From an optimization exercise on the open Yosys and OpenROAD flow, aimed at small area and a short achievable clock period; shortcuts taken in it are not production practice.
At most, simulation tests tie the RTL to the original design; equivalence was not proved.
The RTL of runs 1 and 4 was laid out without a check of its function.

$ cat flow/design.v
module md_seq #(
    parameter int unsigned MUL_CYCLES = 5,
    parameter int unsigned DIV_CYCLES = 10
) (
    input  logic        clk,
    input  logic        rst_n,
    input  logic        start,
    input  logic [1:0]  op,
    input  logic [31:0] a,
    input  logic [31:0] b,
    input  logic        mthi,
    input  logic        mtlo,
    input  logic [31:0] wdata,
    input  logic        md_use_id,
    output logic        busy,
    output logic        stall_md,
    output logic [31:0] hi,
    output logic [31:0] lo
);
    localparam int W  = 41;   
    localparam int AW = 33;   
    function automatic logic [W-1:0] add_row(input logic [W-1:0] x, input logic [W-1:0] y,
                                             input logic ci, input int s, input int m,
                                             input int h, input int t);
        logic         c;
        logic         cl;
        logic         p;
        logic [W-1:0] hs;
        logic [W-1:0] r;
        r  = x;
        hs = '0;
        c  = ci;
        for (int i = 0; i < W; i++) begin
            if (i >= s && i <= m) begin
                r[i] = x[i] ^ y[i] ^ c;
                c    = (x[i] & y[i]) | (c & (x[i] ^ y[i]));
            end
        end
        cl = c;
        c  = 1'b0;
        for (int i = 0; i < W; i++) begin
            if (i > m && i <= h) begin
                hs[i] = x[i] ^ y[i] ^ c;
                c     = (x[i] & y[i]) | (c & (x[i] ^ y[i]));
            end
        end
        p = 1'b1;
        for (int i = 0; i < W; i++) begin
            if (i > m && i <= h) begin
                r[i] = hs[i] ^ (cl & p);
                p    = p & hs[i];
            end
        end
        c = c | (cl & p);
        for (int i = 0; i < W; i++) begin
            if (i > h && i <= t) begin
                r[i] = x[i] ^ y[i] ^ c;
                c    = (x[i] & y[i]) | (c & (x[i] ^ y[i]));
            end
        end
        add_row = r;
    endfunction
    function automatic logic [31:0] cdec(input logic [31:0] v, input logic n);
        logic any;
        logic [31:0] r;
        any = 1'b0;
        for (int i = 0; i < 32; i++) begin
            r[i] = v[i] ^ (n & ~any);
            any  = any | v[i];
        end
        cdec = r;
    endfunction
    function automatic logic [31:0] cneg(input logic [31:0] v, input logic n);
        logic any;
        logic [31:0] r;
        any = 1'b0;
        for (int i = 0; i < 32; i++) begin
            r[i] = v[i] ^ (n & any);
            any  = any | v[i];
        end
        cneg = r;
    endfunction
    function automatic logic [W-1:0] place(input logic [32:0] m, input int off);
        logic [W-1:0] r;
        for (int i = 0; i < W; i++) begin
            if (i < off)            r[i] = 1'b0;
            else if (i - off > 32)  r[i] = m[32];
            else                    r[i] = m[i-off];
        end
        place = r;
    endfunction
    logic        busy_r;
    logic [3:0]  cnt_r;
    logic        mul_r;      
    logic        sgn_r;      
    logic        xneg_r;     
    logic        pb_r;       
    logic [31:0] c_r;        
    logic [35:0] s_r;        
    logic [AW-1:0] acc_r;    
    logic [31:0] hi_r;
    logic [31:0] lo_r;
    logic        fin;
    logic        y_neg;      
    logic        qneg;       
    logic [32:0] cx;         
    logic        dz;
    logic [W-1:0] v   [0:4];    
    logic [W-1:0] pp  [0:3];
    logic         om  [0:3];    
    logic         tm  [0:3];    
    logic         dv  [0:3];    
    logic         ng  [0:3];    
    logic         ci  [0:3];    
    logic         sp  [0:3];    
    logic [31:0]  hi_res;
    logic [31:0]  lo_res;
    localparam int S0 = 0, M0 = 17, H0 = 35, T0 = 35;
    localparam int S1 = 2, M1 = 18, H1 = 34, T1 = 36;
    localparam int S2 = 1, M2 = 17, H2 = 33, T2 = 38;
    localparam int S3 = 0, M3 = 16, H3 = 40, T3 = 40;
    assign fin   = busy_r & (cnt_r == 4'd1);
    assign y_neg = sgn_r & c_r[31];
    assign qneg  = ~mul_r & (xneg_r ^ y_neg);
    assign cx    = {y_neg, c_r};
    assign dz    = (c_r == 32'd0);
    assign v[0] = {{(W-37){acc_r[AW-1]}}, acc_r, s_r[35:32]};
    always_comb begin
        for (int k = 0; k < 4; k++) begin
            logic [2:0] bb;
            bb    = {s_r[2*k+1], s_r[2*k], (k == 0) ? pb_r : s_r[2*k-1]};
            sp[k] = (k == 0) ? acc_r[AW-1] : v[k][36-k];
            om[k] = 1'b0;
            tm[k] = 1'b0;
            dv[k] = 1'b0;
            ng[k] = 1'b0;
            ci[k] = 1'b0;
            if (mul_r) begin
                if (fin) begin
                    if (k == 3) dv[k] = ~sgn_r & pb_r;
                end else begin
                    ng[k] = bb[2];
                    om[k] = bb[1] ^ bb[0];
                    tm[k] = (bb[2] & ~bb[1] & ~bb[0]) | (~bb[2] & bb[1] & bb[0]);
                end
            end else begin
                if (fin) begin
                    if (k == 2) begin
                        om[k] = acc_r[AW-1] ^ xneg_r;
                        ng[k] = om[k] & (y_neg ^ xneg_r);
                    end
                    if (k == 3) ci[k] = xneg_r;
                end else begin
                    dv[k] = 1'b1;
                    ng[k] = ~sp[k] ^ y_neg;
                end
            end
            ci[k] = ci[k] | ng[k];
            pp[k] = (({W{om[k]}} & place(cx, 2*k)) |
                     ({W{tm[k]}} & place(cx, 2*k+1)) |
                     ({W{dv[k]}} & place(cx, 3-k))) ^ {W{ng[k]}};
        end
        v[1] = add_row(v[0], pp[0], ci[0], S0, M0, H0, T0);
        for (int i = T0 + 1; i < W; i++) v[1][i] = v[1][T0];
        v[2] = add_row(v[1], pp[1], ci[1], S1, M1, H1, T1);
        for (int i = T1 + 1; i < W; i++) v[2][i] = v[2][T1];
        v[3] = add_row(v[2], pp[2], ci[2], S2, M2, H2, T2);
        for (int i = T2 + 1; i < W; i++) v[3][i] = v[3][T2];
        v[4] = add_row(v[3], pp[3], ci[3], S3, M3, H3, T3);
    end
    assign hi_res = mul_r ? v[4][31:0] : v[4][35:4];
    assign lo_res = cneg(s_r[31:0], qneg);
    assign busy     = busy_r;
    assign stall_md = md_use_id & (start | busy_r);
    assign hi       = hi_r;
    assign lo       = lo_r;
    always_ff @(posedge clk or negedge rst_n) begin
        if (!rst_n) begin
            busy_r <= 1'b0;
            cnt_r  <= 4'd0;
            hi_r   <= 32'd0;
            lo_r   <= 32'd0;
        end else begin
            cnt_r <= busy_r ? cnt_r - 4'd1 : (op[1] ? 4'(DIV_CYCLES) : 4'(MUL_CYCLES));
            if (busy_r) begin
                busy_r <= ~fin;
                if (fin && (mul_r || !dz)) begin
                    hi_r <= hi_res;
                    lo_r <= lo_res;
                end
            end else if (start) begin
                busy_r <= 1'b1;
            end else begin
                if (mthi) hi_r <= wdata;
                if (mtlo) lo_r <= wdata;
            end
        end
    end
    always_ff @(posedge clk) begin
        if (!busy_r) begin
            mul_r  <= ~op[1];
            sgn_r  <= ~op[0];
            xneg_r <= (op == 2'b10) & a[31];
            pb_r   <= 1'b0;
            c_r    <= b;
            s_r    <= {{4{(op == 2'b10) & a[31]}}, cdec(a, (op == 2'b10) & a[31])};
            acc_r  <= {AW{(op == 2'b10) & a[31]}};
        end else begin
            pb_r <= s_r[7];
            if (mul_r) begin
                acc_r <= {{4{v[4][40]}}, v[4][40:12]};
                s_r   <= {v[4][11:0], s_r[31:8]};
            end else begin
                acc_r <= v[4][32:0];
                s_r   <= {s_r[31:28] | {4{xneg_r & (cnt_r == 4'd2)}}, s_r[27:0],
                          v[1][35] ~^ xneg_r, v[2][34] ~^ xneg_r,
                          v[3][33] ~^ xneg_r, v[4][32] ~^ xneg_r};
            end
        end
    end
endmodule
$ cat flow/flow/run.sh
#!/bin/bash
# The standard layout (standard.sh) with two changes:
#  - the port buffers are the smallest buffer cell (buf_1);
#  - ABC's mapping may relax delay (&nf -R 100) to save area: a copy of the ORFS
#    scripts folder whose abc_speed.script differs only in that option is used.
set -euo pipefail
rm -rf scripts_abc
cp -r "$FLOW_HOME/scripts" scripts_abc
sed -i 's/^&nf$/\&nf -R 100/' scripts_abc/abc_speed.script
diff "$FLOW_HOME/scripts/abc_speed.script" scripts_abc/abc_speed.script > abc_script.diff || true
export SCRIPTS_DIR="$PWD/scripts_abc"
export BUFFER_PORTS_ARGS="-buffer_cell sky130_fd_sc_hd__buf_1"
bash standard.sh > standard.log 2>&1
$ cat flow/standard.sh
#!/bin/bash
# synth_recipe.tcl (not shown) runs the flow's synth.tcl, then flattens the netlist and writes it again
# the make line also repeats each setting of config.mk as NAME=value (left out here)
make -C /OpenROAD-flow-scripts/flow DESIGN_CONFIG=/design/flow/config.mk WORK_HOME=/design/flow/orfs CLKGATE_MAP_FILE= SYNTH_SCRIPT=/design/flow/synth_recipe.tcl "${@:-finish}"
$ cat flow/config.mk
export PLATFORM = sky130hd
export DESIGN_NAME = md_seq
export DESIGN_NICKNAME = md_seq
export VERILOG_FILES = /design/flow/design.v
export SDC_FILE = /design/flow/constraint.sdc
export NUM_CORES = 4
export LEC_CHECK = 0
export CAP_MARGIN = 20
export CORE_MARGIN = 2
export CORE_UTILIZATION = 60
export SLEW_MARGIN = 20
$ cat flow/constraint.sdc
create_clock -name core_clock -period 105.0 [get_ports {clk}]
set_input_delay 21.0000 -clock core_clock [delete_from_list [all_inputs] [get_ports {clk}]]
set_output_delay 21.0000 -clock core_clock [all_outputs]
set_load 0.01 [all_outputs]
==> results.toml, run 1 <==
[outcome]
status = "no timing/DRC/antenna violations"

[floorplan]
coreArea_um2 = 25800
dieWidth_um = 165
initial_core_util = 0.604
die_y_um = 165
row_count = 59
num_io_pins = 170
die_area_um2 = 27300

[synth]
syn_inst = 1716
ys_warn_count = 9
yosysSeqAreaShare = 0.268
syn_nets = 1971
async_flop_share = 0.397
yosys_most_used_dff = "dfxtp_1"
syn_area_um2 = 15600
synth_seq_cells = 174
syn_avg_cell_area_um2 = 9.10
synth_edf_count = 35
yosysUniqueCellTypes = 60

[worst_setup_path]
r2r-end = "acc_r[28]"
crit_family = "buffers and inverters"
max_stage_delay_ns = 0.28
r2r_cells = 120
crit_chain = "buf_1, nor2_1, nor2b_1, buf_1"
worst-path-buf-inv = 2
r2r_start = "cnt_r[1]"
path_class = "in -> out"
cp_max_fo = 9
cp_slowest_cell = "buf_1"
arrival_ns = 21.69
ff2ff_setup_slack_ns = 65.56
critPathMostFrequentCell = "buf_1"
required_ns = 84.00
start_kind = "input pin"
end_kind = "output pin"

[sta]
finalSetupTns_ns = 0
final.min_clock_period_ns = 42.69
tightest_slew_ns = 1.01
post-route-period-util = 0.407
setup_viol = 0
fmax_mhz = 23.4
slew_headroom = 0.323
drv_slew = 0
finalWorstSetupSlack_ns = 62.31
holdWs_ns = 0.481
rsz0062_at_grt = "false"
hold_violations = 0
fin_skew_ns = 0.0180

[min_path]
hold_end = "lo_r[15]"
whs_path_depth = 2
hold_path_class = "reg -> reg"
holdCritStartpoint = "lo_r[15]"

[cts]
post_cts_buffers = 0
cts_hold_buf = 0
cts-root-buf = "clkbuf_16"
cts-resized-gates = 0
cts_tree = "yes"
path_clk_slew_ns = 0.08
clock-sinks = 174
clock_path_buffers = 2
insertion_delay_ns = 0.45
cts_made_buffers = 17
htree_levels = 4

[detailed_routing]
ant_nets = 0
wl_per_cell_um = 22.9
wl_um = 48600
via_per_inst = 6.49
first_iter_violations = 1976
drc = 0
dr_total_vias = 13789
drt_pass1_iterations = 11

[global_routing]
grt_max_degree = 93
antenna_found_initial = 2
grt_pass1_vias = 12934
track_usage = 0.360
grt.overflow.total = 0
grt_pass1_wl_um = 74400

[place]
place_area_um2 = 16400
placed_cells = 2092
hpwlAfterDp_um = 35100
numPortBuffers = 169
pre_cts_ws_ns = 62.32
gp_congestion = 0.948

[finish]
drive_above_1_share = 0.0520
area_delta_synth_final_pct = 8.53
nFillCells = 2209
multiInputGateArea_um2 = 10700
finalNonFillerCells = 2125
final_area_um2 = 17000
nets = 2031
final-seq-area_um2 = 4180

[job]
cap_violations = 0
[worst min-delay path, stage by stage (launching register included)]
cell	delay [ns]
dfrtp_1	0.35
nand2_1	0.04
o21ai_0	0.06
[worst max-delay path by stage]
stage               start  endpoint  slack [ns]  depth (start not counted)
global route        start  stall_md       62.20                          4
CTS                 start  stall_md       62.32                          4
global placement    start  stall_md       62.35                          4
finish              start  stall_md       62.31                          4
floorplan           start  stall_md       62.48                          3
detailed placement  start  stall_md       62.32                          4
[placed cells by master (no fill, tap or decap), drive strengths merged, types with 27 or more instances in the layout]
cell    Yosys  layout
buf        23     195
a21oi      68      68
edfxtp     35      35
nand2     192     192
inv        66      74
nand3      33      33
nor2       96      96
a222oi     82      82
fa        139     139
mux2i      28      28
o21ai     127     127
xor2      146     146
nor3       27      27
a22oi      39      39
dfxtp      70      70
xnor2     128     128
dfrtp      69      69
[cell usage after synthesis, types with 6 or more instances]
| master | instances | area (um^2) |
|---|---|---|
| nand2_1 | 192 | 721 |
| dfxtp_1 | 70 | 1400 |
| xnor2_1 | 128 | 1120 |
| buf_1 | 20 | 75.1 |
| nand4_1 | 11 | 68.8 |
| fa_1 | 139 | 2780 |
| nand3_1 | 33 | 165 |
| and2_1 | 9 | 56.3 |
| a31oi_1 | 15 | 93.8 |
| nor4_1 | 14 | 87.6 |
| o21ai_1 | 6 | 30.0 |
| edfxtp_1 | 35 | 1050 |
| o31ai_1 | 10 | 75.1 |
| a222oi_1 | 82 | 821 |
| o21ai_0 | 121 | 606 |
| dfrtp_1 | 69 | 1730 |
| nor2_1 | 96 | 360 |
| clkbuf_1 | 131 | 492 |
| inv_1 | 66 | 248 |
| mux2i_1 | 28 | 280 |
| a21o_1 | 13 | 97.6 |
| nor3_1 | 27 | 135 |
| xor2_1 | 146 | 1280 |
| a221oi_1 | 9 | 78.8 |
| a22oi_1 | 39 | 293 |
| nor2b_1 | 14 | 87.6 |
| or3_1 | 8 | 50.1 |
| a21oi_1 | 68 | 340 |
| nand2b_1 | 8 | 50.1 |
| and3_1 | 16 | 100 |
| o211ai_1 | 8 | 60.1 |
| ha_1 | 12 | 150 |
| a211oi_1 | 8 | 60.1 |
[registers in the layout (all words and copies together), names as in the netlist]
| signal | count |
|---|---|
| pb_r | 1 |
| acc_r | 33 |
| hi_r | 32 |
| lo_r | 32 |
| xneg_r | 1 |
| cnt_r | 4 |
| busy_r | 1 |
| sgn_r | 1 |
| c_r | 32 |
| s_r | 36 |
| mul_r | 1 |
[per-layer routing]
layer / vias up / wire [um] / global-route usage
met1: 6708 / 19300 / 0.495
met4: 2 / 1530 / 0.124
met3: 101 / 5020 / 0.0602
met5: - / 13 / 0
met2: 839 / 22700 / 0.580
li1: 6139 / - / -
[through the flow]
stage           util
2_1_floorplan      -
3_3_place_gp   0.634
3_5_place_dp   0.634
4_1_cts        0.656
5_1_grt        0.656
6_report       0.656
[cell families after synthesis]
| family | synth area share |
|---|---|
| adder cells (fa/ha/maj) | 0.188 |
| AO/OA/AOI/OAI | 0.182 |
| buffers and inverters | 0.0538 |
| flip-flops | 0.268 |
| AND/OR/NAND/NOR | 0.135 |
| multiplexers | 0.0201 |
| XOR/XNOR | 0.154 |
[cell type report]
| type | instances | share of cell area |
|---|---|---|
| diodes | 1 | 0.000148 |
| clock buffers | 18 | 0.0253 |
| clock inverters | 14 | 0.00878 |
| inverters | 67 | 0.0148 |
| multi-input cells | 1321 | 0.630 |
| flip-flops and latches | 174 | 0.247 |
| well taps | 335 | 0.0247 |
| repair buffers | 195 | 0.0490 |
==> inputs of run 2 (changes only) <==
--- a/flow/design.v
+++ b/flow/design.v
@@ -179,3 +179,2 @@
             busy_r <= 1'b0;
-            cnt_r  <= 4'd0;
             hi_r   <= 32'd0;
@@ -183,3 +182,2 @@
         end else begin
-            cnt_r <= busy_r ? cnt_r - 4'd1 : (op[1] ? 4'(DIV_CYCLES) : 4'(MUL_CYCLES));
             if (busy_r) begin
@@ -199,2 +197,3 @@
     always_ff @(posedge clk) begin
+        cnt_r <= busy_r ? cnt_r - 4'd1 : (op[1] ? 4'(DIV_CYCLES) : 4'(MUL_CYCLES));
         if (!busy_r) begin
--- a/flow/flow/run.sh
+++ b/flow/flow/run.sh
@@ -1,6 +1,8 @@
 #!/bin/bash
-# The standard layout (standard.sh) with two changes:
+# The standard layout (standard.sh) with three changes:
 #  - the port buffers are the smallest buffer cell (buf_1);
 #  - ABC's mapping may relax delay (&nf -R 100) to save area: a copy of the ORFS
-#    scripts folder whose abc_speed.script differs only in that option is used.
+#    scripts folder whose abc_speed.script differs only in that option is used;
+#  - timing repair keeps a setup margin of 62.7 ns, which only the input-to-output
+#    stall path falls short of, so that path gets buffered and sized.
 set -euo pipefail
@@ -12,2 +14,3 @@
 export BUFFER_PORTS_ARGS="-buffer_cell sky130_fd_sc_hd__buf_1"
+export SETUP_SLACK_MARGIN=62.7
 bash standard.sh > standard.log 2>&1
--- a/flow/config.mk
+++ b/flow/config.mk
@@ -9,3 +9,3 @@
 export CORE_MARGIN = 2
-export CORE_UTILIZATION = 60
+export CORE_UTILIZATION = 75
 export SLEW_MARGIN = 20
==> run 2 against run 1 <==
Against the previous run: routed wire length increased by 1.9%; die area decreased by 20%; first-iteration DRC count increased by 54%; cell count decreased by 3.1%; critical path type unchanged; critical endpoint unchanged.
==> results.toml, run 2 <==
[cts]
cts_tree = "yes"
htree_levels = 4
clock-sinks = 174
path_clk_slew_ns = 0.08
clock_path_buffers = 2
insertion_delay_ns = 0.46
cts_made_buffers = 17
cts_hold_buf = 0
cts-root-buf = "clkbuf_16"

[outcome]
status = "no timing/DRC/antenna violations"

[global_routing]
grt_pass1_wl_um = 76300
grt_max_degree = 72
grt_pass1_vias = 13921
grt.overflow.total = 0
grt_use_met2 = 0.683
track_usage = 0.452
antenna_found_initial = 0
grt-busiest-layer = "met2"
grtUsageMet3 = 0.126
grtUsageMet1 = 0.611

[sta]
finalSetupTns_ns = 0
finalWorstSetupSlack_ns = 62.64
setup_viol = 0
post-route-period-util = 0.403
slew_headroom = 0.347
rsz0062_at_grt = "true"
drv_slew = 0
fin_skew_ns = 0.0137
final.min_clock_period_ns = 42.36
tightest_slew_ns = 0.978
fmax_mhz = 23.6
hold_violations = 0

[worst_setup_path]
path_class = "in -> out"
cp_max_fo = 2
cp_slowest_cell = "buf_2"
arrival_ns = 21.36
crit_family = "buffers and inverters"
max_stage_delay_ns = 0.14
crit_chain = "buf_8, nor2_4, nor2b_1, buf_2"
worst-path-buf-inv = 2
start_kind = "input pin"
end_kind = "output pin"
required_ns = 84.00

[detailed_routing]
wl_per_cell_um = 24.0
wl_um = 49500
drc = 0
dr_total_vias = 14529
via_per_inst = 7.05
ant_nets = 0
first_iter_violations = 3035
drt_pass1_iterations = 17

[synth]
syn_area_um2 = 15600
ys_warn_count = 9
synth.top_cells.by_area = "fa_1, dfrtp_1, dfxtp_1"
yosysUniqueCellTypes = 69
syn_avg_cell_area_um2 = 9.12
yosys_most_used_dff = "dfxtp_1"
async_flop_share = 0.374
yosysMostFrequentCell = "nand2_1"
synth.cells.most_frequent = "nand2_1, xor2_1, fa_1, o21ai_0, clkbuf_1"
yosysSeqAreaShare = 0.266
synth_seq_cells = 174
synth_top_area_frac = 0.178
syn_inst = 1712
synth_edf_count = 35
syn_nets = 1967
yosys.area.top_type = "fa_1"

[finish]
nFillCells = 1283
drive_above_1_share = 0.0570
final-seq-area_um2 = 4160
largest_reg_flops = 36
multiInputGateArea_um2 = 10700
top_regs = "s_r x36, acc_r x33"
top_register = "s_r"
nets = 2032
final_common_cell = "nand2_1"
finalNonFillerCells = 2060
layout_common_cells = "nand2_1, buf_1, xor2_1"
final_area_um2 = 17000
area_delta_synth_final_pct = 8.89
diodes = 0

[place]
numPortBuffers = 169
placed_cells = 2025
place_area_um2 = 16300
pre_cts_ws_ns = 62.45
gp_congestion = 1.00
hpwlAfterDp_um = 34300

[floorplan]
initial_core_util = 0.767
row_count = 52
coreArea_um2 = 20400
die_y_um = 148
die_area_um2 = 22000
dieWidth_um = 148
num_io_pins = 170

[job]
cap_violations = 0

[min_path]
hold_path_class = "reg -> reg"
-- run 2: changes by cell type after synthesis, moves of 8 or more --
cell and delta:
xnor2_1 -16, xor2_1 +16, nor3_1 -11, clkbuf_1 -8
-- run 2: through the flow --
step                hold slack [ns]   util
global placement              0.460  0.799
global route                  0.502  0.835
CTS                           0.485  0.832
detailed placement            0.467  0.799
finish                        0.483  0.835
floorplan                     0.465      -
-- run 2: area by class of cell --
cell class,instances,share of cell area
clock buffer,17,0.0250
clock inverter,15,0.0128
inverter,65,0.0143
multi-input combinational,1323,0.632
sequential,174,0.245
tap,270,0.0199
timing repair buffer,196,0.0511
-- run 2: cell families after synthesis --
logic type | share of synthesized area
AOI/OAI and AO/OA | 0.184
xor gates and xnor gates | 0.154
adders and majority gates | 0.188
buffers and inverters | 0.0526
DFF | 0.266
muxes | 0.0187
and+or+nand+nor | 0.137
-- run 2: per-layer routing --
layer	routed length (um)	share of wire
met5	0	0
met3	7010	0.14
met4	3020	0.061
met1	17700	0.36
met2	21800	0.44
-- run 2: tightest hold or removal path: stages, from the launching register on --
cell     delay (ns)
dfrtp_1        0.35
nand2_1        0.05
o21ai_0        0.06
-- run 2: final timing paths --
path	start	endpoint	slack (ns)	cells after the start
setup / recovery	start	stall_md	62.64	4
setup reg to reg	mul_r	acc_r[31]	64.12	128
hold reg to reg	lo_r[19]	lo_r[19]	0.48	2
min in group asynchronous	rst_n	lo_r[1]	20.74	2
max in group asynchronous	rst_n	busy_r	83.66	2
hold / removal	lo_r[19]	lo_r[19]	0.48	2
-- run 2: what timing repair did --
item | 4_1_cts | 5_1_grt
setup endpoints to repair | 1 | 9
buffers inserted | 1 | 2
gates resized for setup | 7 | 10
pin swaps | 0 | 1
==> inputs of run 3 (changes only) <==
--- a/flow/config.mk
+++ b/flow/config.mk
@@ -9,3 +9,3 @@
 export CORE_MARGIN = 2
-export CORE_UTILIZATION = 75
+export CORE_UTILIZATION = 60
 export SLEW_MARGIN = 20
==> run 3 against run 2 <==
Against the previous run: still clean; first-iteration DRC count is 27% lower; routed wire length is 0.62% higher; via count is 4.9% lower; synthesized cell count stayed put; highest routed layer unchanged.
==> results.toml, run 3 <==
[outcome]
status = "no timing/DRC/antenna violations"

[floorplan]
coreArea_um2 = 25800
initial_core_util = 0.604
die_area_um2 = 27300
dieWidth_um = 165
num_io_pins = 170
die_y_um = 165
row_count = 59

[sta]
tightest_slew_ns = 0.987
finalWorstSetupSlack_ns = 62.64
drv_slew = 0
hold_violations = 0
fmax_mhz = 23.6
final.min_clock_period_ns = 42.36
post-route-period-util = 0.403
rsz0062_at_grt = "true"
setup_viol = 0
slew_headroom = 0.340
fin_skew_ns = 0.0231
finalSetupTns_ns = 0

[finish]
nets = 2036
finalNonFillerCells = 2131
largest_reg_flops = 36
top_register = "s_r"
final_common_cell = "nand2_1"
area_delta_synth_final_pct = 9.43
top_regs = "s_r x36, acc_r x33"
layout_common_cells = "nand2_1, buf_1, xor2_1"
drive_above_1_share = 0.0580

[detailed_routing]
drt_pass1_iterations = 14
wl_um = 49800
ant_nets = 0
wl_per_cell_um = 23.4
drc = 0
via_per_inst = 6.48
dr_total_vias = 13812
first_iter_violations = 2202

[place]
placed_cells = 2093
pre_cts_ws_ns = 62.41
gp_congestion = 0.957
hpwlAfterDp_um = 36000
numPortBuffers = 169

[synth]
synth.top_cells.by_area = "fa_1, dfrtp_1, dfxtp_1"
syn_area_um2 = 15600
async_flop_share = 0.374
yosys.area.top_type = "fa_1"
synth_top_area_frac = 0.178
yosysMostFrequentCell = "nand2_1"
synth_edf_count = 35
yosys_most_used_dff = "dfxtp_1"
synth_seq_cells = 174
syn_nets = 1967
yosysUniqueCellTypes = 69
syn_inst = 1712
yosysSeqAreaShare = 0.266
syn_avg_cell_area_um2 = 9.12
synth.cells.most_frequent = "nand2_1, xor2_1, fa_1, o21ai_0, clkbuf_1"
ys_warn_count = 9

[worst_setup_path]
arrival_ns = 21.36
path_class = "in -> out"
required_ns = 84.00
start_kind = "input pin"
cp_max_fo = 2
max_stage_delay_ns = 0.13
cp_slowest_cell = "buf_2"
crit_chain = "buf_8, nor2_4, nor2b_1, buf_2"
end_kind = "output pin"

[cts]
insertion_delay_ns = 0.47
path_clk_slew_ns = 0.07
htree_levels = 4
clock_path_buffers = 2
cts_made_buffers = 17
cts_tree = "yes"
cts-root-buf = "clkbuf_16"
clock-sinks = 174

[min_path]
hold_path_class = "reg -> reg"

[global_routing]
grt_max_degree = 74
grt_pass1_vias = 12704
track_usage = 0.369
grt.overflow.total = 0
grt_pass1_wl_um = 75200
antenna_found_initial = 2

[job]
cap_violations = 0
run 3: cell counts after synthesis:
Identical to the previous run, type by type.
run 3: critical path: cells and delay by family:
family                 cells  cell delay [ns]
AND/OR/NAND/NOR            2             0.13
buffers and inverters      2             0.23
run 3: area by class of cell:
cell class,instances,area [um^2]
multi-input cells,1323,10700
fillers,2228,8750
flip-flops and latches,174,4160
repair buffers,200,881
clock buffers,17,425
well taps,335,419
inverters,65,244
clock inverters,15,215
diodes,2,5.00
run 3: metal layers:
layer	wire length, um	GRT usage	vias to the layer above	share of wire
met3	5900	0.0732	115	0.12
met2	21700	0.546	826	0.44
li1	-	-	6147	-
met5	0	0	-	0
met1	20800	0.545	6724	0.42
met4	1380	0.117	0	0.028
run 3: worst paths after layout:
check / cells past startpoint / startpoint / to / slack (ns)
max reg2reg: 122 / busy_r / acc_r[30] / 64.16
max: 4 / start / stall_md / 62.64
min in group asynchronous: 2 / rst_n / hi_r[11] / 20.72
min reg2reg: 2 / hi_r[19] / hi_r[19] / 0.48
min: 2 / hi_r[19] / hi_r[19] / 0.48
max in group asynchronous: 2 / rst_n / busy_r / 83.66
run 3: kinds of logic (layout without fill, tap and decap cells):
family | after synthesis | in the layout | share of synthesized area
compound gates | 414 | 414 | 0.184
xor+xnor | 274 | 274 | 0.154
fa+ha+maj | 151 | 151 | 0.188
buf+inv | 215 | 297 | 0.0526
flops | 174 | 174 | 0.266
mux | 29 | 29 | 0.0187
other cells | 0 | 2 | 0
simple gates | 455 | 455 | 0.137
run 3: stage by stage:
stage,area [um^2],hold WS (ns),util
after floorplan,15600,0.465,-
after global placement,16400,0.459,0.634
after detailed placement,16400,0.465,0.634
after CTS,17000,0.483,0.660
after global routing,17100,0.505,0.661
final,17100,0.482,0.661
run 3: repair_timing:
item,in CTS,in global routing
hold buffers,0,0
hold endpoints to repair,0,0
buffers inserted,1,3
gates resized for setup,7,3
setup endpoints to repair,1,6
==> inputs of run 4 (changes only) <==
--- a/flow/design.v
+++ b/flow/design.v
@@ -23,3 +23,3 @@
                                              input logic ci, input int s, input int m,
-                                             input int h, input int t);
+                                             input int h, input int t, input bit fast);
         logic         c;
@@ -27,2 +27,3 @@
         logic         p;
+        logic         tc;
         logic [W-1:0] hs;
@@ -46,7 +47,10 @@
         end
-        p = 1'b1;
+        p  = 1'b1;
+        tc = cl;
         for (int i = 0; i < W; i++) begin
             if (i > m && i <= h) begin
-                r[i] = hs[i] ^ (cl & p);
-                p    = p & hs[i];
+                if (fast || i == h) r[i] = hs[i] ^ (cl & p);
+                else                r[i] = hs[i] ^ tc;
+                p  = p & hs[i];
+                tc = tc & hs[i];
             end
@@ -162,9 +166,9 @@
         end
-        v[1] = add_row(v[0], pp[0], ci[0], S0, M0, H0, T0);
+        v[1] = add_row(v[0], pp[0], ci[0], S0, M0, H0, T0, 1'b0);
         for (int i = T0 + 1; i < W; i++) v[1][i] = v[1][T0];
-        v[2] = add_row(v[1], pp[1], ci[1], S1, M1, H1, T1);
+        v[2] = add_row(v[1], pp[1], ci[1], S1, M1, H1, T1, 1'b0);
         for (int i = T1 + 1; i < W; i++) v[2][i] = v[2][T1];
-        v[3] = add_row(v[2], pp[2], ci[2], S2, M2, H2, T2);
+        v[3] = add_row(v[2], pp[2], ci[2], S2, M2, H2, T2, 1'b0);
         for (int i = T2 + 1; i < W; i++) v[3][i] = v[3][T2];
-        v[4] = add_row(v[3], pp[3], ci[3], S3, M3, H3, T3);
+        v[4] = add_row(v[3], pp[3], ci[3], S3, M3, H3, T3, 1'b1);
     end
==> run 4 against run 3 <==
Against the previous run: via count shrank 0.38%; non-clock buffer count down 1; register-to-register slack improved by 2.1 ns; critical path type unchanged; highest routed layer unchanged.
==> results.toml, run 4 <==
[synth]
yosys.area.top_type = "fa_1"
synth_seq_cells = 174
syn_avg_cell_area_um2 = 9.27
yosysSeqAreaShare = 0.265
synth_compound_area_frac = 0.179
synth_top_family_by_area = "adder cells"
syn_area_um2 = 15700
synth.top_cells.by_area = "fa_1, dfrtp_1, dfxtp_1"
synth.cells.most_frequent = "nand2_1, fa_1, o21ai_0, xor2_1, clkbuf_1"
synth_top_area_frac = 0.177
syn_nets = 1990
synth_edf_count = 35
yosys_most_used_dff = "dfxtp_1"
synthSimpleGateAreaFrac = 0.130
ys_warn_count = 9
yosysMostFrequentCell = "nand2_1"
async_flop_share = 0.374
muxShareOfSynthArea = 0.0212
synth_fa_ha_area_frac = 0.220
syn_inst = 1694
yosysUniqueCellTypes = 63
yosys.area_share.xor_xnor = 0.134

[detailed_routing]
wl_um = 49300
first_iter_violations = 2306
ant_nets = 0
drc = 0
wl_per_cell_um = 23.3
dr_total_vias = 13760
drt_pass1_iterations = 10
via_per_inst = 6.51

[global_routing]
grt.overflow.total = 0
antenna_found_initial = 0
grt_pass1_vias = 12915
grt_pass1_wl_um = 76200
grt_max_degree = 68
track_usage = 0.357

[worst_setup_path]
max_stage_delay_ns = 0.16
start_kind = "input pin"
r2r-end = "acc_r[28]"
r2r_cells = 109
arrival_ns = 21.43
ff2ff_setup_slack_ns = 66.26
cp-startpoint = "start"
cp_slowest_cell = "nor2b_2"
end_kind = "output pin"
r2r_start = "busy_r"
crit_chain = "buf_12, nor2_4, nor2b_2, buf_2"
required_ns = 84.00
path_class = "in -> out"
cp_max_fo = 2

[finish]
largest_reg_flops = 36
area_delta_synth_final_pct = 9.40
top_register = "s_r"
top_regs = "s_r x36, acc_r x33"
nets = 2061
layout_common_cells = "nand2_1, buf_1, fa_1"
nFillCells = 2262
drive_above_1_share = 0.0579
final_common_cell = "nand2_1"

[sta]
finalSetupTns_ns = 0
drv_slew = 0
fin_skew_ns = 0.0177
holdWs_ns = 0.479
setup_viol = 0
post-route-period-util = 0.404
tightest_slew_ns = 1.10
hold_violations = 0
final.min_clock_period_ns = 42.43
fmax_mhz = 23.6
slew_headroom = 0.268
rsz0062_at_grt = "true"

[cts]
clock-sinks = 174
cts_tree = "yes"
cts-root-buf = "clkbuf_16"
path_clk_slew_ns = 0.09
insertion_delay_ns = 0.46
htree_levels = 4
clock_path_buffers = 2
cts_made_buffers = 17

[min_path]
whs_path_depth = 2
hold_end = "hi_r[14]"
holdCritStartpoint = "hi_r[14]"
hold_path_class = "reg -> reg"

[place]
numPortBuffers = 169
gp_congestion = 0.961
hpwlAfterDp_um = 36100

[job]
cap_violations = 0

[floorplan]
dieWidth_um = 166
coreArea_um2 = 25800
row_count = 59
initial_core_util = 0.608
num_io_pins = 170
die_area_um2 = 27500
die_y_um = 166

[outcome]
status = "no timing/DRC/antenna violations"
[run 4: what timing repair did]
item,in CTS,in global routing
buffers inserted,2,0
resized for setup,9,0
hold buffers,0,0
pin swaps,1,1
endpoints found under the setup margin,1,1
[run 4: metrics by stage]
step / area [um^2] / util / instances / setup slack [ns]
global route: 17200 / 0.665 / 2113 / 62.57
finish: 17200 / 0.665 / 2114 / 62.57
floorplan: 15700 / - / 1694 / 62.74
global placement: 16500 / 0.638 / 2079 / 62.12
CTS: 17200 / 0.665 / 2113 / 62.59
detailed placement: 16500 / 0.638 / 2079 / 62.12
[run 4: area by class of cell]
class                   count  area [um^2]  area share
well taps                 335          419      0.0244
repair buffers            199          878      0.0511
diodes                      1         2.50    0.000146
flip-flops and latches    174         4160       0.242
clock inverters            15          215      0.0125
multi-input cells        1305        10800       0.630
clock buffers              17          425      0.0248
inverters                  68          255      0.0149
[run 4: metal layers]
metal	GRT usage	vias up	share of wire
met1	0.527	6683	0.41
met3	0.0686	124	0.11
met2	0.536	819	0.45
met5	0	-	0
met4	0.107	0	0.032
li1	-	6134	-
[run 4: worst max-delay path, delay by kind of cell]
kind / cells / cell delay (ns)
buffers and inverters: 2 / 0.23
AND/OR/NAND/NOR: 2 / 0.19
[run 4: worst max path at each step]
stage / to / slack, ns
after detailed placement: stall_md / 62.12
after floorplan: stall_md / 62.74
final: stall_md / 62.57
after global placement: stall_md / 62.12
after CTS: stall_md / 62.59
after global routing: stall_md / 62.57
[run 4: logic make-up (layout without fill, tap and decap cells)]
group | count (synthesis) | in the layout
adders and majority gates | 192 | 192
muxes | 33 | 33
AOI/OAI and AO/OA | 410 | 410
DFF | 174 | 174
xor gates and xnor gates | 240 | 240
and+or+nand+nor | 430 | 430
other | 0 | 1
buffers and inverters | 215 | 299
==> inputs of run 5 (changes only) <==
--- a/flow/design.v
+++ b/flow/design.v
@@ -21,2 +21,15 @@
     localparam int AW = 33;   
+    function automatic logic and_tree(input logic [W-1:0] v, input int lo, input int hi);
+        logic [63:0] t;
+        int          n;
+        t = '1;
+        n = hi - lo + 1;
+        for (int i = 0; i < W; i++) begin
+            if (i >= lo && i <= hi) t[i-lo] = v[i];
+        end
+        for (int w = 32; w >= 1; w = w / 2) begin
+            for (int i = 0; i < w; i++) t[i] = t[2*i] & t[2*i+1];
+        end
+        and_tree = (n <= 0) ? 1'b1 : t[0];
+    endfunction
     function automatic logic [W-1:0] add_row(input logic [W-1:0] x, input logic [W-1:0] y,
@@ -51,4 +64,5 @@
             if (i > m && i <= h) begin
-                if (fast || i == h) r[i] = hs[i] ^ (cl & p);
-                else                r[i] = hs[i] ^ tc;
+                if (i == h)      r[i] = hs[i] ^ (cl & and_tree(hs, m + 1, h - 1));
+                else if (fast)   r[i] = hs[i] ^ (cl & p);
+                else             r[i] = hs[i] ^ tc;
                 p  = p & hs[i];
@@ -124,3 +138,3 @@
     localparam int S2 = 1, M2 = 17, H2 = 33, T2 = 38;
-    localparam int S3 = 0, M3 = 16, H3 = 40, T3 = 40;
+    localparam int S3 = 0, M3 = 20, H3 = 40, T3 = 40;
     assign fin   = busy_r & (cnt_r == 4'd1);
--- a/flow/flow/run.sh
+++ b/flow/flow/run.sh
@@ -3,4 +3,5 @@
 #  - the port buffers are the smallest buffer cell (buf_1);
-#  - ABC's mapping may relax delay (&nf -R 100) to save area: a copy of the ORFS
-#    scripts folder whose abc_speed.script differs only in that option is used;
+#  - ABC maps for area: a copy of the ORFS scripts folder is used whose
+#    abc_speed.script drops the delay-driven restructuring (&if -g, &synch2) and
+#    lets &nf relax delay (-R 1000); everything else in the copy is unchanged;
 #  - timing repair keeps a setup margin of 62.7 ns, which only the input-to-output
@@ -10,3 +11,5 @@
 cp -r "$FLOW_HOME/scripts" scripts_abc
-sed -i 's/^&nf$/\&nf -R 100/' scripts_abc/abc_speed.script
+printf '%s\n' '&get -n' '&st' '&syn2' '&dch -f' '&nf -R 1000' '&st' '&dch -f' \
+    '&nf -R 1000' '&put' 'buffer -c' 'topo' 'stime -c' 'upsize -c' 'dnsize -c' \
+    > scripts_abc/abc_speed.script
 diff "$FLOW_HOME/scripts/abc_speed.script" scripts_abc/abc_speed.script > abc_script.diff || true
--- a/flow/config.mk
+++ b/flow/config.mk
@@ -7,5 +7,5 @@
 export LEC_CHECK = 0
-export CAP_MARGIN = 20
+export CAP_MARGIN = 5
 export CORE_MARGIN = 2
 export CORE_UTILIZATION = 60
-export SLEW_MARGIN = 20
+export SLEW_MARGIN = 5
==> run 5 against run 4 <==
Against the previous run: still clean; non-clock buffer count is 3 lower; cell area is 3.4% lower; global-route usage is 1.0 points higher; die area is 3.4% lower; via count is 3.4% lower; fmax is 0.18% higher; core utilization hardly changed; critical endpoint unchanged; largest cell class unchanged.
==> results.toml, run 5 <==
[outcome]
status = "no timing/DRC/antenna violations"

[place]
gp_congestion = 0.964
numPortBuffers = 169
hpwlAfterDp_um = 34400

[finish]
nets = 1987
top_register = "s_r"
layout_common_cells = "buf_1, fa_1, nand2_1"
diodes = 0
area_delta_synth_final_pct = 9.45
largest_reg_flops = 36
top_regs = "s_r x36, acc_r x33"
final_common_cell = "buf_1"
drive_above_1_share = 0.0581

[worst_setup_path]
cp-startpoint = "start"
r2r_start = "mul_r"
ff2ff_setup_slack_ns = 64.82
required_ns = 84.00
cp_max_fo = 2
r2r_cells = 123
start_kind = "input pin"
end_kind = "output pin"
r2r-end = "acc_r[29]"
path_class = "in -> out"
arrival_ns = 21.35
endpoint = "stall_md"

[sta]
post-route-period-util = 0.403
finalSetupTns_ns = 0
rsz0062_at_grt = "true"
drv_slew = 0
fmax_mhz = 23.6
fin_skew_ns = 0.0200
final.min_clock_period_ns = 42.35
hold_violations = 0
tightest_slew_ns = 1.04
slew_headroom = 0.304
setup_viol = 0

[synth]
synth_edf_count = 35
syn_area_um2 = 15200
synth.cells.most_frequent = "fa_1, nand2_1, clkbuf_1, a21oi_1, nor2_1"
synth.top_cells.by_area = "fa_1, dfrtp_1, dfxtp_1"
yosysSeqAreaShare = 0.274
syn_inst = 1627
synth_top_area_frac = 0.184
async_flop_share = 0.374
syn_nets = 1923
yosysMostFrequentCell = "fa_1"
ys_warn_count = 9
yosys_most_used_dff = "dfxtp_1"
synth_seq_cells = 174
syn_avg_cell_area_um2 = 9.31
yosys.area.top_type = "fa_1"
yosysUniqueCellTypes = 60

[cts]
path_clk_slew_ns = 0.07
insertion_delay_ns = 0.45
cts_hold_buf = 0
cts-root-buf = "clkbuf_16"
clock_path_buffers = 2
htree_levels = 4
clock-sinks = 174
cts_made_buffers = 17
cts_tree = "yes"

[min_path]
hold_path_class = "reg -> reg"

[global_routing]
grt_pass1_vias = 12984
grt_pass1_wl_um = 74400
grt.overflow.total = 0
grt_max_degree = 102
antenna_found_initial = 1
track_usage = 0.367

[detailed_routing]
drc = 0
drt_pass1_iterations = 10
first_iter_violations = 2121
via_per_inst = 6.54
dr_total_vias = 13296
wl_per_cell_um = 23.3
wl_um = 47500
ant_nets = 0

[floorplan]
coreArea_um2 = 25000
num_io_pins = 170
die_area_um2 = 26500
initial_core_util = 0.607
dieWidth_um = 163
die_y_um = 163
row_count = 58

[job]
cap_violations = 0
[run 5: cell types whose count changed after synthesis, sizes merged, moves of 12 or more]
| cell | previous run | this run |
|---|---|---|
| nand2b | 7 | 19 |
| o21ai | 134 | 89 |
| xor2 | 130 | 100 |
| mux2i | 31 | 5 |
| a21oi | 71 | 128 |
| nand2 | 205 | 142 |
| a31oi | 10 | 24 |
| a22oi | 37 | 50 |
| a21o | 10 | 32 |
| nor2 | 84 | 123 |
[run 5: cell type report]
class	instances	area, um^2
clock buffer	17	425
clock inverter	15	210
fill	2118	8380
inverter	65	245
multi-input combinational	1237	10300
sequential	174	4160
tap	330	413
timing repair buffer	196	851
[run 5: cells by family after synthesis]
family / after synthesis / share of synthesized area
buffers and inverters: 216 / 0.0543
and+or+nand+nor: 356 / 0.103
adders and majority gates: 192 / 0.227
AOI/OAI and AO/OA: 467 / 0.212
DFF: 174 / 0.274
muxes: 6 / 0.00405
xor gates and xnor gates: 216 / 0.125
[run 5: repair_timing]
action,4_1_cts,5_1_grt
cloned,0,0
buffers inserted,1,0
resized for setup,6,0
endpoints found under the setup margin,1,1
[run 5: worst min path at each step]
stage / start / cells after the start / slack (ns) / endpoint
after CTS: lo_r[8] / 1 / 0.48 / lo_r[8]
after global placement: lo_r[7] / 1 / 0.46 / lo_r[7]
final: lo_r[8] / 1 / 0.48 / lo_r[8]
after global routing: lo_r[28] / 1 / 0.50 / lo_r[28]
after detailed placement: lo_r[24] / 1 / 0.46 / lo_r[24]
after floorplan: s_r[31] / 2 / 0.46 / s_r[23]
[run 5: through the flow]
stage               std cells   util  worst slack, ns  area [um^2]  hold WS [ns]
floorplan                1627      -            62.77        15200         0.461
global placement         2001  0.638            62.57        15900         0.459
detailed placement       2001  0.638            62.56        15900         0.465
CTS                      2034  0.664            62.65        16600         0.482
global route             2034  0.664            62.61        16600         0.504
finish                   2034  0.664            62.65        16600         0.482
[run 5: critical path, stage by stage]
cell and delay, ns:
buf_8 0.10, nor2_4 0.07, nor2b_1 0.05, buf_2 0.13
[run 5: layer usage]
layer	track usage	routed length, um	up-vias
li1	-	-	5900
met1	0.494	18800	6461
met2	0.584	21600	796
met3	0.0657	4720	137
met4	0.163	2270	2
met5	0	13	-
==> inputs of run 6 (changes only) <==
--- a/flow/config.mk
+++ b/flow/config.mk
@@ -7,5 +7,5 @@
 export LEC_CHECK = 0
-export CAP_MARGIN = 5
+export CAP_MARGIN = 20
 export CORE_MARGIN = 2
 export CORE_UTILIZATION = 60
-export SLEW_MARGIN = 5
+export SLEW_MARGIN = 20
==> run 6 against run 5 <==
Against the previous run: core utilization unchanged; highest routed layer unchanged; routed wire length unchanged; critical path type unchanged; still clean on timing, DRC and antenna; area after synthesis unchanged; critical path depth unchanged; cell count unchanged; fmax unchanged.
==> results.toml, run 6 <==
[global_routing]
antenna_found_initial = 1
grt.overflow.total = 0
grt_pass1_vias = 12984
grt_max_degree = 102
grt_pass1_wl_um = 74400
track_usage = 0.367

[worst_setup_path]
cp-startpoint = "start"
path_class = "in -> out"
arrival_ns = 21.35
required_ns = 84.00
start_kind = "input pin"
r2r_cells = 123
cp_max_fo = 2
r2r_start = "mul_r"
endpoint = "stall_md"
end_kind = "output pin"
ff2ff_setup_slack_ns = 64.82
r2r-end = "acc_r[29]"

[synth]
syn_nets = 1923
yosysMostFrequentCell = "fa_1"
syn_inst = 1627
ys_warn_count = 9
syn_avg_cell_area_um2 = 9.31
async_flop_share = 0.374
synth_seq_cells = 174
syn_area_um2 = 15200
synth_top_area_frac = 0.184
synth.cells.most_frequent = "fa_1, nand2_1, clkbuf_1, a21oi_1, nor2_1"
synth_edf_count = 35
yosysSeqAreaShare = 0.274
yosysUniqueCellTypes = 60
yosys.area.top_type = "fa_1"
synth.top_cells.by_area = "fa_1, dfrtp_1, dfxtp_1"
yosys_most_used_dff = "dfxtp_1"

[place]
pre_cts_ws_ns = 62.56
numPortBuffers = 169
gp_congestion = 0.964
hpwlAfterDp_um = 34400

[finish]
drive_above_1_share = 0.0581
diodes = 0
final_common_cell = "buf_1"
nets = 1987
nFillCells = 2118
top_register = "s_r"
area_delta_synth_final_pct = 9.45
top_regs = "s_r x36, acc_r x33"
layout_common_cells = "buf_1, fa_1, nand2_1"
largest_reg_flops = 36

[detailed_routing]
wl_per_cell_um = 23.3
drt_pass1_iterations = 10
first_iter_violations = 2121
ant_nets = 0
via_per_inst = 6.54
drc = 0
wl_um = 47500
dr_total_vias = 13296

[sta]
fmax_mhz = 23.6
slew_headroom = 0.304
drv_slew = 0
tightest_slew_ns = 1.04
fin_skew_ns = 0.0200
finalWorstSetupSlack_ns = 62.65
finalSetupTns_ns = 0
post-route-period-util = 0.403
rsz0062_at_grt = "true"
final.min_clock_period_ns = 42.35
setup_viol = 0
hold_violations = 0

[cts]
cts_tree = "yes"
clock-sinks = 174
cts_made_buffers = 17
cts-root-buf = "clkbuf_16"
htree_levels = 4
cts_hold_buf = 0
clock_path_buffers = 2
insertion_delay_ns = 0.45
path_clk_slew_ns = 0.07

[floorplan]
num_io_pins = 170
row_count = 58
coreArea_um2 = 25000
die_y_um = 163
initial_core_util = 0.607
dieWidth_um = 163
die_area_um2 = 26500

[outcome]
status = "no timing/DRC/antenna violations"

[min_path]
hold_path_class = "reg -> reg"

[job]
cap_violations = 0
run 6: worst max-delay path, cell delays in order:
cell and delay (ns):
buf_8 0.10, nor2_4 0.07, nor2b_1 0.05, buf_2 0.13
run 6: stage by stage:
stage / hold slack [ns] / area (um^2) / utilization / std cells
finish: 0.482 / 16600 / 0.664 / 2034
CTS: 0.482 / 16600 / 0.664 / 2034
global placement: 0.459 / 15900 / 0.638 / 2001
floorplan: 0.461 / 15200 / - / 1627
detailed placement: 0.465 / 15900 / 0.638 / 2001
global route: 0.504 / 16600 / 0.664 / 2034
run 6: how the worst min path moves through the flow:
| stage | startpoint | endpoint | slack (ns) | cells past startpoint |
|---|---|---|---|---|
| floorplan | s_r[31] | s_r[23] | 0.46 | 2 |
| global route | lo_r[28] | lo_r[28] | 0.50 | 1 |
| detailed placement | lo_r[24] | lo_r[24] | 0.46 | 1 |
| global placement | lo_r[7] | lo_r[7] | 0.46 | 1 |
| finish | lo_r[8] | lo_r[8] | 0.48 | 1 |
| CTS | lo_r[8] | lo_r[8] | 0.48 | 1 |
run 6: logic make-up (layout without fill, tap and decap cells):
group / count (synthesis) / after routing / share of synthesized area
AO/OA/AOI/OAI: 467 / 467 / 0.212
XOR/XNOR: 216 / 216 / 0.125
adder cells (fa/ha/maj): 192 / 192 / 0.227
buffers and inverters: 216 / 293 / 0.0543
flip-flops: 174 / 174 / 0.274
multiplexers: 6 / 6 / 0.00405
AND/OR/NAND/NOR: 356 / 356 / 0.103
run 6: cell type report:
class                           instances  area (um^2)  area share
Clock buffer                           17          425      0.0256
Clock inverter                         15          210      0.0127
Inverter                               65          245      0.0148
Multi-Input combinational cell       1237        10300       0.620
Sequential cell                       174         4160       0.251
Tap cell                              330          413      0.0249
Timing Repair Buffer                  196          851      0.0513
run 6: routing by layer:
layer,vias up,GRT usage,routed length [um]
met2,796,0.584,21600
met5,-,0,13
met1,6461,0.494,18800
li1,5900,-,-
met4,2,0.163,2270
met3,137,0.0657,4720
run 6: repair_timing:
item                                    4_1_cts  5_1_grt
pin swaps                                     0        0
endpoints found under the setup margin        1        1
endpoints found under the hold margin         0        0
setup buffers                                 1        0
resized for setup                             6        0
==> inputs of run 7 (changes only) <==
--- a/flow/flow/run.sh
+++ b/flow/flow/run.sh
@@ -1,3 +1,3 @@
 #!/bin/bash
-# The standard layout (standard.sh) with three changes:
+# The standard layout (standard.sh) with four changes:
 #  - the port buffers are the smallest buffer cell (buf_1);
@@ -7,3 +7,5 @@
 #  - timing repair keeps a setup margin of 62.7 ns, which only the input-to-output
-#    stall path falls short of, so that path gets buffered and sized.
+#    stall path falls short of, so that path gets buffered and sized;
+#  - clock tree synthesis inserts no dummy load cells (its other options are the
+#    standard flow's).
 set -euo pipefail
@@ -18,2 +20,3 @@
 export SETUP_SLACK_MARGIN=62.7
+export CTS_ARGS="-sink_clustering_enable -repair_clock_nets -dont_use_dummy_load -buf_list sky130_fd_sc_hd__clkbuf_16 -sink_clustering_size 30 -sink_clustering_max_diameter 300"
 bash standard.sh > standard.log 2>&1
==> run 7 against run 6 <==
Against the previous run: worst hold slack worse by 0.0037 ns; critical path depth unchanged; non-clock buffer count is the same; die area did not move; first-iteration DRC count up 3.7%; via count is 0.79% lower; critical endpoint unchanged; largest cell class unchanged.
==> results.toml, run 7 <==
[place]
placed_cells = 2001
numPortBuffers = 169
hpwlAfterDp_um = 34400
gp_congestion = 0.964
pre_cts_ws_ns = 62.56

[finish]
nets = 1987
largest_reg_flops = 36
layout_common_cells = "buf_1, fa_1, nand2_1"
top_register = "s_r"
finalNonFillerCells = 2019
drive_above_1_share = 0.0497
fin_util = 0.656
diodes = 0
area_delta_synth_final_pct = 8.07
top_regs = "s_r x36, acc_r x33"
final_common_cell = "buf_1"

[sta]
final.min_clock_period_ns = 42.35
hold_violations = 0
fmax_mhz = 23.6
setup_viol = 0
tightest_slew_ns = 1.07
rsz0062_at_grt = "true"
post-route-period-util = 0.403
slew_headroom = 0.287
drv_slew = 0
finalWorstSetupSlack_ns = 62.65
holdWs_ns = 0.478
fin_skew_ns = 0.0310
finalSetupTns_ns = 0

[synth]
syn_area_um2 = 15200
ys_warn_count = 9
synth.top_cells.by_area = "fa_1, dfrtp_1, dfxtp_1"
synth_compound_area_frac = 0.212
syn_avg_cell_area_um2 = 9.31
synth_fa_ha_area_frac = 0.227
yosysMostFrequentCell = "fa_1"
async_flop_share = 0.374
synth.cells.most_frequent = "fa_1, nand2_1, clkbuf_1, a21oi_1, nor2_1"
yosys.area_share.xor_xnor = 0.125
muxShareOfSynthArea = 0.00405
synth_seq_cells = 174
synth_top_family_by_area = "adder cells"
syn_nets = 1923
synth_edf_count = 35
synth_top_area_frac = 0.184
yosysUniqueCellTypes = 60
syn_inst = 1627
yosys_most_used_dff = "dfxtp_1"
yosysSeqAreaShare = 0.274
yosys.area.top_type = "fa_1"
synthSimpleGateAreaFrac = 0.103

[cts]
cts_tree = "yes"
cts_made_buffers = 17
clock-sinks = 174
cts-root-buf = "clkbuf_16"
clock_path_buffers = 2
insertion_delay_ns = 0.44
htree_levels = 4
path_clk_slew_ns = 0.06
cts_hold_buf = 0

[floorplan]
dieWidth_um = 163
initial_core_util = 0.607
coreArea_um2 = 25000
die_y_um = 163
die_area_um2 = 26500
num_io_pins = 170
row_count = 58

[detailed_routing]
dr_total_vias = 13191
via_per_inst = 6.53
drc = 0
drt_pass1_iterations = 11
wl_per_cell_um = 23.5
wl_um = 47400
ant_nets = 0
first_iter_violations = 2200

[global_routing]
grt_max_degree = 102
antenna_found_initial = 1
track_usage = 0.367
grt.overflow.total = 0
grt_pass1_vias = 12840
grt_pass1_wl_um = 74000

[worst_setup_path]
end_kind = "output pin"
crit_family = "buffers and inverters"
max_stage_delay_ns = 0.13
arrival_ns = 21.35
path_class = "in -> out"
cp_max_fo = 2
crit_chain = "buf_8, nor2_4, nor2b_1, buf_2"
start_kind = "input pin"
cp_slowest_cell = "buf_2"
required_ns = 84.00
worst-path-buf-inv = 2

[job]
cap_violations = 0

[outcome]
status = "no timing/DRC/antenna violations"

[min_path]
hold_path_class = "reg -> reg"
run 7: cell counts after synthesis:
No cell type changed its count.
run 7: kinds of logic (layout without fill, tap and decap cells):
logic type      count (synthesis)  after routing
compound gates                467            467
simple gates                  356            356
xor+xnor                      216            216
buf+inv                       216            278
fa+ha+maj                     192            192
flops                         174            174
mux                             6              6
run 7: worst paths after layout:
check                             to     from  slack [ns]  cells after the start
setup / recovery            stall_md    start       62.65                      4
hold / removal               lo_r[8]  lo_r[8]        0.48                      1
setup reg to reg           acc_r[29]    mul_r       65.00                    123
hold reg to reg              lo_r[8]  lo_r[8]        0.48                      1
max in group asynchronous     busy_r    rst_n       83.64                      2
min in group asynchronous   hi_r[16]    rst_n       20.73                      2
run 7: stage by stage:
step	area [um^2]
2_1_floorplan	15200
3_3_place_gp	15900
3_5_place_dp	15900
4_1_cts	16400
5_1_grt	16400
6_report	16400
run 7: layout make-up:
cell class / count / area (um^2)
Timing Repair Buffer: 196 / 851
Inverter: 65 / 245
Clock buffer: 17 / 425
Sequential cell: 174 / 4160
Tap cell: 330 / 413
Fill cell: 2147 / 8590
Multi-Input combinational cell: 1237 / 10300
run 7: routing by layer:
layer | share of wire | up-vias | wire (um) | GRT usage
met5 | 0.00027 | - | 13 | 0
met4 | 0.043 | 2 | 2050 | 0.148
met3 | 0.098 | 134 | 4660 | 0.0695
met2 | 0.46 | 800 | 21900 | 0.591
met1 | 0.40 | 6369 | 18800 | 0.491
li1 | - | 5886 | - | -
run 7: what timing repair did:
action	in CTS	in global routing
buffers inserted	1	0
resized for setup	6	0
setup endpoints to repair	1	1
==> inputs of run 8 (changes only) <==
--- a/flow/flow/run.sh
+++ b/flow/flow/run.sh
@@ -20,3 +20,3 @@
 export SETUP_SLACK_MARGIN=62.7
-export CTS_ARGS="-sink_clustering_enable -repair_clock_nets -dont_use_dummy_load -buf_list sky130_fd_sc_hd__clkbuf_16 -sink_clustering_size 30 -sink_clustering_max_diameter 300"
+export CTS_ARGS="-sink_clustering_enable -repair_clock_nets -dont_use_dummy_load -buf_list sky130_fd_sc_hd__clkbuf_8 -root_buf sky130_fd_sc_hd__clkbuf_16 -sink_clustering_size 6 -sink_clustering_max_diameter 40"
 bash standard.sh > standard.log 2>&1
==> run 8 against run 7 <==
Against the previous run: flip-flop and latch count is the same; first-iteration DRC count decreased by 8.0%; highest routed layer unchanged; still clean; routed wire length fell by 0.44%; cell count unchanged; die area did not move; core utilization decreased by 0.72 points; setup slack unchanged; critical endpoint unchanged; global-route usage decreased by 0.16 points; non-clock buffer count stayed put.
==> results.toml, run 8 <==
[floorplan]
row_count = 58
num_io_pins = 170
initial_core_util = 0.607
coreArea_um2 = 25000
die_area_um2 = 26500
die_y_um = 163
dieWidth_um = 163

[outcome]
status = "no timing/DRC/antenna violations"

[global_routing]
grt_pass1_vias = 12838
grt_pass1_wl_um = 73700
track_usage = 0.365
grt_max_degree = 102
antenna_found_initial = 1
grt.overflow.total = 0

[sta]
post-route-period-util = 0.403
final.min_clock_period_ns = 42.35
fin_skew_ns = 0.0481
finalSetupTns_ns = 0
setup_viol = 0
tightest_slew_ns = 1.07
slew_headroom = 0.290
drv_slew = 0
hold_violations = 0
holdWs_ns = 0.481
rsz0062_at_grt = "true"
fmax_mhz = 23.6

[worst_setup_path]
arrival_ns = 21.35
cp_max_fo = 2
worst-path-buf-inv = 2
end_kind = "output pin"
crit_family = "buffers and inverters"
max_stage_delay_ns = 0.13
cp_slowest_cell = "buf_2"
path_class = "in -> out"
start_kind = "input pin"
required_ns = 84.00
crit_chain = "buf_8, nor2_4, nor2b_1, buf_2"

[synth]
yosysUniqueCellTypes = 60
async_flop_share = 0.374
yosys_most_used_dff = "dfxtp_1"
syn_area_um2 = 15200
synth.cells.most_frequent = "fa_1, nand2_1, clkbuf_1, a21oi_1, nor2_1"
synth.top_cells.by_area = "fa_1, dfrtp_1, dfxtp_1"
synth_seq_cells = 174
syn_inst = 1627
ys_warn_count = 9
yosys.area.top_type = "fa_1"
synth_edf_count = 35
yosysMostFrequentCell = "fa_1"
syn_avg_cell_area_um2 = 9.31
synth_top_area_frac = 0.184
yosysSeqAreaShare = 0.274
syn_nets = 1923

[place]
hpwlAfterDp_um = 34400
placed_cells = 2001
place_area_um2 = 15900
gp_congestion = 0.964
numPortBuffers = 169

[cts]
cts-root-buf = "clkbuf_16"
htree_levels = 4
cts_hold_buf = 0
clock_path_buffers = 2
insertion_delay_ns = 0.41
cts_tree = "yes"
clock-sinks = 174
path_clk_slew_ns = 0.07
cts_made_buffers = 17

[finish]
finalNonFillerCells = 2019
drive_above_1_share = 0.0497
nets = 1987
largest_reg_flops = 36
top_regs = "s_r x36, acc_r x33"
top_register = "s_r"
area_delta_synth_final_pct = 6.88
diodes = 0
final_common_cell = "buf_1"
final_area_um2 = 16200
fin_util = 0.649
layout_common_cells = "buf_1, fa_1, nand2_1"

[job]
cap_violations = 0

[detailed_routing]
drc = 0
wl_um = 47100
ant_nets = 0
via_per_inst = 6.51
dr_total_vias = 13147
first_iter_violations = 2024
drt_pass1_iterations = 14
wl_per_cell_um = 23.4

[min_path]
hold_path_class = "reg -> reg"
run 8: worst paths after layout:
| kind | from | depth (start not counted) | slack (ns) | to |
|---|---|---|---|---|
| max in group asynchronous | rst_n | 2 | 83.61 | busy_r |
| worst max register to register | mul_r | 123 | 65.08 | acc_r[29] |
| worst min-delay path | lo_r[8] | 1 | 0.48 | lo_r[8] |
| worst min register to register | lo_r[8] | 1 | 0.48 | lo_r[8] |
| worst max-delay path | start | 4 | 62.65 | stall_md |
| min in group asynchronous | rst_n | 2 | 20.75 | hi_r[16] |
run 8: area by class of cell:
type | instances | area [um^2]
sequential | 174 | 4160
tap | 330 | 413
multi-input combinational | 1237 | 10300
inverter | 65 | 245
timing repair buffer | 196 | 851
clock buffer | 17 | 245
fill | 2176 | 8770
run 8: logic make-up (layout without fill, tap and decap cells):
family                     Yosys count  in the layout  share of synthesized area
buffers and inverters              216            278                     0.0543
DFF                                174            174                      0.274
AOI/OAI and AO/OA                  467            467                      0.212
and+or+nand+nor                    356            356                      0.103
adders and majority gates          192            192                      0.227
muxes                                6              6                    0.00405
xor gates and xnor gates           216            216                      0.125
run 8: what timing repair did:
item | in CTS | in global routing
gates resized for setup | 6 | 0
setup endpoints to repair | 1 | 1
buffers inserted | 1 | 0
run 8: metrics by stage:
step	setup WS, ns
2_1_floorplan	62.77
6_report	62.65
4_1_cts	62.65
3_3_place_gp	62.57
3_5_place_dp	62.56
5_1_grt	62.61
run 8: metal layers:
layer / routed length, um / GRT usage / vias to the layer above
met1: 18700 / 0.495 / 6351
met3: 4760 / 0.0690 / 118
met4: 2170 / 0.164 / 2
li1: - / - / 5894
met2: 21500 / 0.574 / 782
met5: 13 / 0 / -

==> what the ideal ports hide <==
How much do the figures lean on ideal ports? The routed layouts below were timed once more, with nothing changed but the port constraints. Step 1 (the two cells are an assumption about what drives the block):
set clk [get_ports {clk}]
set_driving_cell -lib_cell sky130_fd_sc_hd__clkbuf_16 $clk
set_driving_cell -lib_cell sky130_fd_sc_hd__buf_2 [delete_from_list [all_inputs] $clk]
Step 2 moves the port delays by t, midway between the first and last clock arrival at a register: inputs arrive t later, outputs are due t later. That takes back most of the time a late clock gives input paths. Slacks: ideal / step 1 / step 2; pairs: ideal / step 1.
run | t, ns | setup WS [ns] | cell pins on the clock port's net
run 1 | 0.494 | 62.310 / 62.289 / 62.289 | 1
run 2 | 0.499 | 62.641 / 62.579 / 62.579 | 1
run 3 | 0.508 | 62.635 / 62.594 / 62.594 | 1
run 4 | 0.499 | 62.575 / 62.489 / 62.489 | 1
run 5 | 0.490 | 62.649 / 62.601 / 62.601 | 1
run 6 | 0.490 | 62.649 / 62.601 / 62.601 | 1
run 7 | 0.480 | 62.648 / 62.595 / 62.595 | 1
run 8 | 0.440 | 62.648 / 62.595 / 62.595 | 1
After both steps setup and hold are still met in every run listed. For run 4, which loses most, drivers alone change the setup slack by -0.086 ns; drivers and shift together by -0.086 ns.
